Background: an optimization exercise with open tools, aiming at small area, a short achievable clock period and few clock cycles per item. Do not read the settings as production practice. The RTL was checked by simulation tests, not by an equivalence proof against the original design. No activity file was given, so power comes from the tool's default toggle rates.

// ex_stage_top
module ex_stage_top
(
	input  logic        clk,
	input  logic        reset_i,
	input  logic        issue_valid_i,
	input  logic [31:0] issue_inst_i,
	input  logic [63:0] issue_op1_i,
	input  logic [63:0] issue_op2_i,
	input  logic [63:0] issue_base_i,
	input  logic [63:0] issue_offset_i,
	input  logic [4:0]  issue_rd_i,
	output logic        wb_valid_o,
	output logic [4:0]  wb_rd_o,
	output logic [63:0] wb_data_o,
	output logic        redirect_valid_o,
	output logic [63:0] redirect_target_o,
	output logic        hold_o
);
	localparam int D     = 8;
	localparam int SB    = 2 * D;
	localparam int NSTEP = 64 / SB;
	localparam int NSW   = 32 / SB;
	localparam int CW    = (NSTEP > 1) ? $clog2(NSTEP) : 1;
	localparam int SW    = 65 + SB;
	logic [6:0] opc;
	logic [2:0] f3;
	logic [6:0] f7;
	logic       f7_zero;
	logic       f7_alt;
	logic       i6_zero;
	logic       i6_alt;
	assign opc     = issue_inst_i[6:0];
	assign f3      = issue_inst_i[14:12];
	assign f7      = issue_inst_i[31:25];
  ...
Size: about 8300 cells after synthesis, about 310 flip-flops, about 430 I/O pins.
clock: 9.0 ns
lec_check: 0
abc_area: 1
cap_margin: 20
core_margin: 2
core_utilization: 50
setup_slack_margin: 4
slew_margin: 20
standard.sh (not shown) runs the stock make flow with config.mk's settings and CLKGATE_MAP_FILE= SYNTH_SCRIPT=/design/flow/synth_recipe.tcl, a recipe that flattens the netlist after the stock synthesis.
==> flow/flow/run.sh <==
#!/bin/bash
# Layout flow: the standard flow (standard.sh) with two changes that help
# timing and area on sky130hd:
#  - the input and output port buffers are buf_4 cells; by default
#    buffer_ports picks the smallest buffer, a clkdlybuf4s50 delay cell, and
#    footprint-matched sizing can then only swap it for other delay cells;
#  - sizing may pick any equivalent cell, not only one of the same footprint.
# Synthesis is the standard synthesis, unchanged. Each step logs to its own
# file in the folder this runs in.
set -euo pipefail
bash standard.sh synth > synth.log 2>&1
sed 's|"\${@:-finish}"|"BUFFER_PORTS_ARGS=-buffer_cell sky130_fd_sc_hd__buf_4" MATCH_CELL_FOOTPRINT=0 "${@:-finish}"|' \
	standard.sh > standard_tuned.sh
grep -q MATCH_CELL_FOOTPRINT=0 standard_tuned.sh
bash standard_tuned.sh finish > layout.log 2>&1
test -s out/final.def
Testbench counts at the start, summed over its fixed seeds: cycles 11,373, instructions 8,000.
Next try:
--- a/flow/config.mk
+++ b/flow/config.mk
@@ -10,3 +10,3 @@
 export CORE_MARGIN = 2
-export CORE_UTILIZATION = 50
+export CORE_UTILIZATION = 40
 export SETUP_SLACK_MARGIN = 4
- The new run finished with timing, DRC and antenna clean
- clock skew drops by 0.0072 ns
- total power climbs by 1.0%
- maximum frequency decreases by 0.58%
- final cell count rose by 4.2%
- wire length grows by 11%
- worst hold slack barely changes
- sequential share of layout area falls by 0.20 points
- cell area grows by 1.9%
- first-iteration DRC count fell by 6.5%
- non-clock buffer count came out higher by 24
- global-route usage drops by 5.6 points
Next try:
--- a/flow/config.mk
+++ b/flow/config.mk
@@ -8,6 +8,6 @@
 export ABC_AREA = 1
-export CAP_MARGIN = 20
+export CAP_MARGIN = 0
 export CORE_MARGIN = 2
-export CORE_UTILIZATION = 40
+export CORE_UTILIZATION = 50
 export SETUP_SLACK_MARGIN = 4
-export SLEW_MARGIN = 20
+export SLEW_MARGIN = 0
After rerunning:
- The changed run completed with no timing, DRC or antenna violations
- worst hold slack stays flat
- cell area decreases by 1.9%
- sequential power hardly moves
- utilization came out higher by 11 points
- worst setup slack improves by 0.096 ns
- clock skew increases by 0.0083 ns
- routed wire length goes down by 9.9%
- flip-flop and latch count does not change
- non-clock buffer count is lower by 26

* * *

ex_stage_top again, from the RTL that the note above started with.
clock: 9.0 ns
lec_check: 0
abc_area: 1
cap_margin: 20
core_margin: 2
core_utilization: 40
setup_slack_margin: 4.3
slew_margin: 20
Scripts as last shown in full above: flow/flow/run.sh
The first run finished clean.
Testbench counts at the start, summed over its fixed seeds: cycles 11,373, instructions 8,000.
Next try:
CORE_UTILIZATION = 55   (was 40)
SETUP_SLACK_MARGIN = 4   (was 4.3)
The new run completed without violations.
Cell area went down by a few percent.
Die area went down by a quarter to a third.
Global-route usage went up by 11 points.
Next try:
CORE_UTILIZATION = 40   (was 55)
SYNTH_HIERARCHICAL = 1   (was not set)
Outcome: Cell count went up by about 11%. Core utilization went down by 16 points. Clock power went down by about 4%. Global-route usage went down by 13 points. Fmax went up by 0.93%. Setup slack gets better by 48 ps. Power went down by about 11%.

* * *

Starting RTL as in the previous note.
export LEC_CHECK = 0
export ABC_AREA = 1
export CAP_MARGIN = 10
export CORE_MARGIN = 2
export CORE_UTILIZATION = 50
export SETUP_SLACK_MARGIN = 4.15
export SLEW_MARGIN = 10
create_clock -name core_clock -period 9.0 [get_ports {clk}]
Scripts as last shown in full above: flow/flow/run.sh
Testbench counts at the start, summed over its fixed seeds: cycles 11,373, instructions 8,000.
Then changed:
--- a/flow/config.mk
+++ b/flow/config.mk
@@ -10,4 +10,4 @@
 export CORE_MARGIN = 2
 export CORE_UTILIZATION = 50
-export SETUP_SLACK_MARGIN = 4.15
+export SETUP_SLACK_MARGIN = 4
 export SLEW_MARGIN = 10
Effect: Wire length fell by a few percent; final cell count is about the same; die area stays the same; clock-buffer cell count rose by 3; power fell slightly; register-to-register slack is worse by 0.14 ns; flip-flop and latch count stays the same; maximum frequency rose slightly.
Then changed:
--- a/flow/config.mk
+++ b/flow/config.mk
@@ -12,2 +12,3 @@
 export SETUP_SLACK_MARGIN = 4
 export SLEW_MARGIN = 10
+export SYNTH_HIERARCHICAL = 1
After rerunning:
- The changed run ran to the end with no violations
- worst hold slack improves by 0.0055 ns
- clock skew is lower by 0.0037 ns
- maximum frequency is lower by about 3.8%

* * *

Setup of wip/indigo:
Another version of the RTL of ex_stage_top (not shown whole).
Size in the first run: roughly 430 I/O pins, about 59000 um^2 of cells after synthesis.
make LEC_CHECK=0 ABC_AREA=1 CAP_MARGIN=20 CORE_MARGIN=2 CORE_UTILIZATION=40 SETUP_SLACK_MARGIN=4.5 SLEW_MARGIN=20 SYNTH_HIERARCHICAL=1 finish   # period 9.0 ns
run.sh (not shown) runs the stock make flow with config.mk's settings and CLKGATE_MAP_FILE= SYNTH_SCRIPT=/design/flow/synth_recipe.tcl, a recipe that flattens the netlist after the stock synthesis.
Stock flow here: none of the scripts above is used.
Testbench counts of wip/indigo, summed over its fixed seeds: cycles 11,373, instructions 8,000.
The following lists how wip/lagoon was set up differently from wip/indigo:
==> flow/flow/run.sh (new file) <==
#!/bin/bash
# Layout flow: the standard flow (standard.sh) with two changes that help
# timing and area on sky130hd:
#  - the input and output port buffers are buf_4 cells; by default
#    buffer_ports picks the smallest buffer, a clkdlybuf4s50 delay cell, and
#    footprint-matched sizing can then only swap it for other delay cells;
#  - sizing may pick any equivalent cell, not only one of the same footprint.
# Synthesis is the standard synthesis, unchanged. Each step logs to its own
# file in the folder this runs in.
set -euo pipefail
bash standard.sh synth > synth.log 2>&1
sed 's|"\${@:-finish}"|"BUFFER_PORTS_ARGS=-buffer_cell sky130_fd_sc_hd__buf_4" MATCH_CELL_FOOTPRINT=0 "${@:-finish}"|' \
	standard.sh > standard_tuned.sh
grep -q MATCH_CELL_FOOTPRINT=0 standard_tuned.sh
bash standard_tuned.sh finish > layout.log 2>&1
test -s out/final.def
==> flow/standard.sh (new file) <==
#!/bin/bash
# synth_recipe.tcl (not shown) runs the flow's synth.tcl, then flattens the netlist and writes it again
# the make line also repeats each setting of config.mk as NAME=value (left out here)
make -C /OpenROAD-flow-scripts/flow DESIGN_CONFIG=/design/flow/config.mk WORK_HOME=/design/flow/orfs CLKGATE_MAP_FILE= SYNTH_SCRIPT=/design/flow/synth_recipe.tcl "${@:-finish}"
removed: flow/run.sh
### Flow results
Sum of met3 wire segment lengths after detailed routing: wip/lagoon > wip/indigo
Total power per unit cell area: wip/lagoon > wip/indigo
Relative to wip/indigo, the largest net degree at the start of global routing measured on wip/lagoon has increased by more than a quarter.
In wip/lagoon, the final design instance area without fill came out about 1% below the value in wip/indigo.
Count of non-CTS inverters in the layout essentially unchanged between wip/lagoon and wip/indigo.
For the routed wire length, wip/lagoon came in 2.9% higher than wip/indigo did.
Compared with wip/indigo, wip/lagoon shows synthesis-to-layout area growth lower by 1.2 points.
Diff wip/indigo -> wip/lagoon | static leakage | increase of 0.74%
Modified inputs, wip/ember compared to wip/lagoon
- SYNTH_HIERARCHICAL: 1 -> unset
- SETUP_SLACK_MARGIN: 4.5 -> 4
[summary]
- Summary — part of the cycle the worst path needs, wip/ember relative to wip/lagoon: higher, by 2.6 points.
- Re portion of total power attributed to the clock network: wip/ember is 0.6 points up on wip/lagoon.
- wip/lagoon has a higher setup slack of the critical path after layout than wip/ember.

* * *

Setup of main:
ex_stage_top, a different RTL version from the one above (not shown whole).
For scale: ~430 I/O pins, roughly 57000 um2 of cells after synthesis.
Settings: LEC_CHECK=0, ABC_AREA=1, CAP_MARGIN=20, CORE_MARGIN=2, CORE_UTILIZATION=70, PLACE_DENSITY=0.75, SETUP_SLACK_MARGIN=4, SLEW_MARGIN=20; clock period 9.0 ns.
standard.sh (not shown) runs the stock make flow with config.mk's settings and CLKGATE_MAP_FILE= SYNTH_SCRIPT=/design/flow/synth_recipe.tcl, a recipe that flattens the netlist after the stock synthesis.
==> flow/flow/run.sh <==
#!/bin/bash
# Layout flow: the standard flow (standard.sh) with two changes that help
# timing and area on sky130hd:
#  - the input and output port buffers are buf_4 cells; by default
#    buffer_ports picks the smallest buffer, a clkdlybuf4s50 delay cell, and
#    footprint-matched sizing can then only swap it for other delay cells;
#  - sizing may pick any equivalent cell, not only one of the same footprint.
# Synthesis is the standard synthesis, unchanged. Each step logs to its own
# file in the folder this runs in.
set -euo pipefail
bash standard.sh synth > synth.log 2>&1
sed 's|"\${@:-finish}"|"BUFFER_PORTS_ARGS=-buffer_cell sky130_fd_sc_hd__buf_4" MATCH_CELL_FOOTPRINT=0 "${@:-finish}"|' \
	standard.sh > standard_tuned.sh
grep -q MATCH_CELL_FOOTPRINT=0 standard_tuned.sh
bash standard_tuned.sh finish > layout.log 2>&1
test -s out/final.def
main: it failed with a tool error in 5_1_grt, so there are no final results.
Testbench counts of main, summed over its fixed seeds: cycles 11,373, instructions 8,000.
Modified inputs, the feature branch compared to main
Settings: PLACE_DENSITY no longer set, was 0.75; CORE_UTILIZATION now 40, was 70.
FAIL: main; every other run in main and the feature branch is clean
[compare] base=main new=the feature branch: post-synthesis share of cell area spent on xor and xnor gates barely changed; placement row count up 33%; cell area after synthesis held.
Status: synthesized cell count parity (the feature branch, main)
The feature branch: effective utilization at floorplan 31 points below main
Summary of the feature branch over main: standard cell area after detailed placement increased by 2.3% relative to the old numbers, number of buffers created by CTS moved down, synthesized area per cell held.

==> static timing again, ports no longer ideal <==
The results above use ideal ports. As a check the final layouts listed here were re-extracted and re-timed, cells and wires unchanged. Step 1 (the two cells are an assumption about what drives the block):
set clk [get_ports {clk}]
set_driving_cell -lib_cell sky130_fd_sc_hd__clkbuf_16 $clk
set_driving_cell -lib_cell sky130_fd_sc_hd__buf_2 [delete_from_list [all_inputs] $clk]
Step 2 also shifts input and output timing later by t, the mid clock arrival at the registers, as if the neighbouring blocks saw the same clock. Three values: no drivers, after step 1, after step 2; two values: the first two.
| run | t (ns) | setup WS [ns] | worst setup path after step 2 | worst register clock-pin slew, ns | worst data-port slew with drivers (ns) |
|---|---|---|---|---|---|
| the first run of note 1 | 0.680 | 3.904 / 3.837 / 3.386 | input to register | 0.07 / 0.07 | 0.15 |
| the second run of note 1 | 0.663 | 3.874 / 3.809 / 3.380 | input to register | 0.07 / 0.07 | 0.18 |
| the third run of note 1 | 0.680 | 3.970 / 3.902 / 3.424 | input to register | 0.08 / 0.08 | 0.15 |
| the first run of note 2 | 0.689 | 3.879 / 3.810 / 3.429 | input to register | 0.07 / 0.07 | 0.22 |
| the second run of note 2 | 0.690 | 3.838 / 3.759 / 3.241 | input to register | 0.07 / 0.07 | 0.10 |
| the third run of note 2 | 0.676 | 3.885 / 3.929 / 3.253 | input to register | 0.07 / 0.07 | 0.22 |
| the first run of note 3 | 0.677 | 3.938 / 3.879 / 3.398 | input to register | 0.06 / 0.06 | 0.14 |
| the second run of note 3 | 0.680 | 3.970 / 3.902 / 3.424 | input to register | 0.08 / 0.08 | 0.15 |
| the third run of note 3 | 0.677 | 3.773 / 3.822 / 3.145 | input to register | 0.07 / 0.07 | 0.07 |
| wip/indigo | 0.679 | 4.033 / 3.958 / 3.678 | input to register | 0.07 / 0.07 | 0.11 |
| wip/lagoon | 0.679 | 4.045 / 3.968 / 3.709 | input to register | 0.08 / 0.08 | 0.18 |
| wip/ember | 0.694 | 3.809 / 3.736 / 3.271 | input to register | 0.07 / 0.07 | 0.22 |
| the feature branch | 0.653 | 3.763 / 3.696 / 3.293 | input to register | 0.08 / 0.08 | 0.19 |
After both steps setup and hold are still met in every run listed. The setup slack of the third run of note 2, which loses most, moves by +0.044 ns with the drivers and by -0.632 ns with both steps.
